Background: an optimization exercise with open tools, aiming at small area, a short achievable clock period and few clock cycles per item. Do not read the settings as production practice.

==> flow/design.v (excerpt) <==
module polar_decoder
(
    input  wire                  clk,
    input  wire                  rst_n,
    input  wire                  module_en,
    input  wire  [192-1:0]  rdata,
    output logic [11-1:0]  raddr,
    output logic [6-1:0]  waddr,
    output logic [16-1:0]  wdata,
    output logic                 wen,
    output logic                 proc_done
);
==> module mag_cmp, before the edit <==
module mag_cmp #(parameter int W = 8)
(
    input  wire [W-1:0] a,
    input  wire [W-1:0] b,
    output logic        gt,
    output logic        eq
);
    mag_gt #(.W(W)) u_gt (.a(a), .b(b), .gt(gt));
    assign eq = (a == b);
endmodule
==> module leaf_dec, before the edit <==
module leaf_dec
(
    input  wire  s0,
    input  wire  s1,
    input  wire  nz0,
    input  wire  nz1,
    input  wire  gt01,       
    input  wire  eq01,       
    input  wire  fr0,
    input  wire  fr1,
    output logic u0,
    output logic u1
);
    logic gt10;
    logic sum_neg;
    assign gt10    = ~gt01 & ~eq01;
    assign sum_neg = gt10 ? s1 : (gt01 ? s0 : (s0 & s1 & nz0));
    assign u0 = !fr0 && nz0 && nz1 && (s0 ^ s1);
    assign u1 = !fr1 && (u0 ? s1 : sum_neg);
endmodule
==> module sc_quarter, before the edit <==
module sc_quarter #(parameter int W = 13)
(
    input  wire [4*(W+1)-1:0] y,
    input  wire [3:0]         nz,
    input  wire [3:0]         fr,
    output logic [3:0]        u,
    output logic [3:0]        ps
);
    logic [W:0]   y0, y1, y2, y3;
    logic [W:0]   l0, l1;
    logic [W:0]   sum0, dif0, sum1, dif1;
    logic         ge0, eq0, ge1, eq1;
    logic [3:0]   mgt, meq;          
    logic [3:0]   v0, v1;
    logic [1:0]   sel;
    assign y0 = y[0*(W+1) +: W+1];
    assign y1 = y[1*(W+1) +: W+1];
    assign y2 = y[2*(W+1) +: W+1];
    assign y3 = y[3*(W+1) +: W+1];
    assign l0 = {y0[W] ^ y2[W], ge0 ? y0[W-1:0] : y2[W-1:0]};
    assign l1 = {y1[W] ^ y3[W], ge1 ? y1[W-1:0] : y3[W-1:0]};
    leaf_pair #(.W(W)) u_la (.l0(l0), .l1(l1), .nz0(nz[0] & nz[2]), .nz1(nz[1] & nz[3]),
                             .fr0(fr[0]), .fr1(fr[1]), .u0(u[0]), .u1(u[1]));
    pe_g_pre #(.W(W)) u_g0 (.a(y0), .b(y2), .sum(sum0), .dif(dif0), .b_ge(ge0), .eq(eq0));
    pe_g_pre #(.W(W)) u_g1 (.a(y1), .b(y3), .sum(sum1), .dif(dif1), .b_ge(ge1), .eq(eq1));
    for (genvar k = 0; k < 4; k++) begin : g_m
        mag_cmp #(.W(W+1)) u_c (.a(k[0] ? dif0 : sum0), .b(k[1] ? dif1 : sum1),
                                .gt(mgt[k]), .eq(meq[k]));
    end
    for (genvar j = 0; j < 4; j++) begin : g_spec
        logic sub0, sub1;
        logic sg0, sg1;
        logic nzc0, nzc1;
        assign sub0 = y0[W] ^ j[0] ^ y2[W];
        assign sub1 = y1[W] ^ j[1] ^ y3[W];
        assign sg0  = sub0 ? (ge0 ? y2[W] : y0[W] ^ j[0]) : y2[W];
        assign sg1  = sub1 ? (ge1 ? y3[W] : y1[W] ^ j[1]) : y3[W];
        assign nzc0 = sub0 ? !eq0 : (nz[0] | nz[2]);
        assign nzc1 = sub1 ? !eq1 : (nz[1] | nz[3]);
        leaf_dec u_lb (.s0(sg0), .s1(sg1), .nz0(nzc0), .nz1(nzc1),
                       .gt01(mgt[{sub1, sub0}]), .eq01(meq[{sub1, sub0}]),
                       .fr0(fr[2]), .fr1(fr[3]), .u0(v0[j]), .u1(v1[j]));
    end
    assign sel  = {u[1], u[0] ^ u[1]};
    assign u[2] = v0[sel];
    assign u[3] = v1[sel];
    assign ps   = {u[3], u[2] ^ u[3], u[1] ^ u[3], u[0] ^ u[1] ^ u[2] ^ u[3]};
endmodule
clock: 10.0 ns
lec_check: 0
abc_area: 1
cap_margin: 20
core_margin: 2
core_utilization: 55
place_density: 0.75
setup_slack_margin: 4.0
slew_margin: 20
tns_end_percent: 100
run.sh (not shown) runs the stock make flow with config.mk's settings and CLKGATE_MAP_FILE= SYNTH_SCRIPT=/design/flow/synth_recipe.tcl, a recipe that flattens the netlist after the stock synthesis.
==> next run, changes <==
--- a/flow/design.v
+++ b/flow/design.v
@@ -143,40 +143,10 @@
     assign gt10 = ~gt01 & (l0[W-1:0] != l1[W-1:0]);
     assign sum_neg = gt10 ? s1 : (gt01 ? s0 : (s0 & s1 & nz0));
     assign u0 = !fr0 && nz0 && nz1 && (s0 ^ s1);
     assign u1 = !fr1 && (u0 ? s1 : sum_neg);
 endmodule
-module mag_cmp #(parameter int W = 8)
-(
-    input  wire [W-1:0] a,
-    input  wire [W-1:0] b,
-    output logic        gt,
-    output logic        eq
-);
-    mag_gt #(.W(W)) u_gt (.a(a), .b(b), .gt(gt));
-    assign eq = (a == b);
-endmodule
-module leaf_dec
-(
-    input  wire  s0,
-    input  wire  s1,
-    input  wire  nz0,
-    input  wire  nz1,
-    input  wire  gt01,       
-    input  wire  eq01,       
-    input  wire  fr0,
-    input  wire  fr1,
-    output logic u0,
-    output logic u1
-);
-    logic gt10;
-    logic sum_neg;
-    assign gt10    = ~gt01 & ~eq01;
-    assign sum_neg = gt10 ? s1 : (gt01 ? s0 : (s0 & s1 & nz0));
-    assign u0 = !fr0 && nz0 && nz1 && (s0 ^ s1);
-    assign u1 = !fr1 && (u0 ? s1 : sum_neg);
-endmodule
 module sc_quarter #(parameter int W = 13)
 (
     input  wire [4*(W+1)-1:0] y,
     input  wire [3:0]         nz,
     input  wire [3:0]         fr,
@@ -185,11 +155,10 @@
 );
     logic [W:0]   y0, y1, y2, y3;
     logic [W:0]   l0, l1;
     logic [W:0]   sum0, dif0, sum1, dif1;
     logic         ge0, eq0, ge1, eq1;
-    logic [3:0]   mgt, meq;          
     logic [3:0]   v0, v1;
     logic [1:0]   sel;
     assign y0 = y[0*(W+1) +: W+1];
     assign y1 = y[1*(W+1) +: W+1];
     assign y2 = y[2*(W+1) +: W+1];
@@ -198,27 +167,21 @@
     assign l1 = {y1[W] ^ y3[W], ge1 ? y1[W-1:0] : y3[W-1:0]};
     leaf_pair #(.W(W)) u_la (.l0(l0), .l1(l1), .nz0(nz[0] & nz[2]), .nz1(nz[1] & nz[3]),
                              .fr0(fr[0]), .fr1(fr[1]), .u0(u[0]), .u1(u[1]));
     pe_g_pre #(.W(W)) u_g0 (.a(y0), .b(y2), .sum(sum0), .dif(dif0), .b_ge(ge0), .eq(eq0));
     pe_g_pre #(.W(W)) u_g1 (.a(y1), .b(y3), .sum(sum1), .dif(dif1), .b_ge(ge1), .eq(eq1));
-    for (genvar k = 0; k < 4; k++) begin : g_m
-        mag_cmp #(.W(W+1)) u_c (.a(k[0] ? dif0 : sum0), .b(k[1] ? dif1 : sum1),
-                                .gt(mgt[k]), .eq(meq[k]));
-    end
     for (genvar j = 0; j < 4; j++) begin : g_spec
-        logic sub0, sub1;
-        logic sg0, sg1;
-        logic nzc0, nzc1;
-        assign sub0 = y0[W] ^ j[0] ^ y2[W];
-        assign sub1 = y1[W] ^ j[1] ^ y3[W];
-        assign sg0  = sub0 ? (ge0 ? y2[W] : y0[W] ^ j[0]) : y2[W];
-        assign sg1  = sub1 ? (ge1 ? y3[W] : y1[W] ^ j[1]) : y3[W];
-        assign nzc0 = sub0 ? !eq0 : (nz[0] | nz[2]);
-        assign nzc1 = sub1 ? !eq1 : (nz[1] | nz[3]);
-        leaf_dec u_lb (.s0(sg0), .s1(sg1), .nz0(nzc0), .nz1(nzc1),
-                       .gt01(mgt[{sub1, sub0}]), .eq01(meq[{sub1, sub0}]),
-                       .fr0(fr[2]), .fr1(fr[3]), .u0(v0[j]), .u1(v1[j]));
+        logic [W+1:0] c0, c1;
+        logic         nzc0, nzc1;
+        pe_g_sel #(.W(W)) u_s0 (.sa(y0[W]), .sb(y2[W]), .nza(nz[0]), .nzb(nz[2]),
+                                .sum(sum0), .dif(dif0), .b_ge(ge0), .eq(eq0), .t(j[0]),
+                                .y(c0), .nz(nzc0));
+        pe_g_sel #(.W(W)) u_s1 (.sa(y1[W]), .sb(y3[W]), .nza(nz[1]), .nzb(nz[3]),
+                                .sum(sum1), .dif(dif1), .b_ge(ge1), .eq(eq1), .t(j[1]),
+                                .y(c1), .nz(nzc1));
+        leaf_pair #(.W(W+1)) u_lb (.l0(c0), .l1(c1), .nz0(nzc0), .nz1(nzc1),
+                                   .fr0(fr[2]), .fr1(fr[3]), .u0(v0[j]), .u1(v1[j]));
     end
     assign sel  = {u[1], u[0] ^ u[1]};
     assign u[2] = v0[sel];
     assign u[3] = v1[sel];
     assign ps   = {u[3], u[2] ^ u[3], u[1] ^ u[3], u[0] ^ u[1] ^ u[2] ^ u[3]};
Via count climbs by 1.7%. Core utilization drops by 1.2 points. Global-route usage climbs by 0.98 points. Register-to-register slack improves by 0.29 ns.
No run of this note included a check of the RTL's function; only the layout flow was run.

==> static timing again, ports no longer ideal <==
No port has a modelled driver above. Below, the same layouts with a new extraction and two added sets of constraints. Step 1 (the two cells are an assumption about what drives the block):
set clk [get_ports {clk}]
set_driving_cell -lib_cell sky130_fd_sc_hd__clkbuf_16 $clk
set_driving_cell -lib_cell sky130_fd_sc_hd__buf_2 [delete_from_list [all_inputs] $clk]
Step 2 adds t to the input delays and takes it off the output delays; t is the mean of the earliest and latest rising clock arrival at the registers after step 1. Input paths then give back, and output paths get back, about the clock's delay inside the block. Slacks: ideal / step 1 / step 2; pairs: ideal / step 1.
| run | t, ns | setup slack, ns | latest minus earliest clock arrival (ns) |
|---|---|---|---|
| the first run | 0.723 | 3.180 / 3.180 / 3.180 | 0.043 / 0.044 |
| the second run | 0.724 | 3.470 / 3.470 / 3.470 | 0.031 / 0.031 |
After both steps every run listed still meets setup and hold.
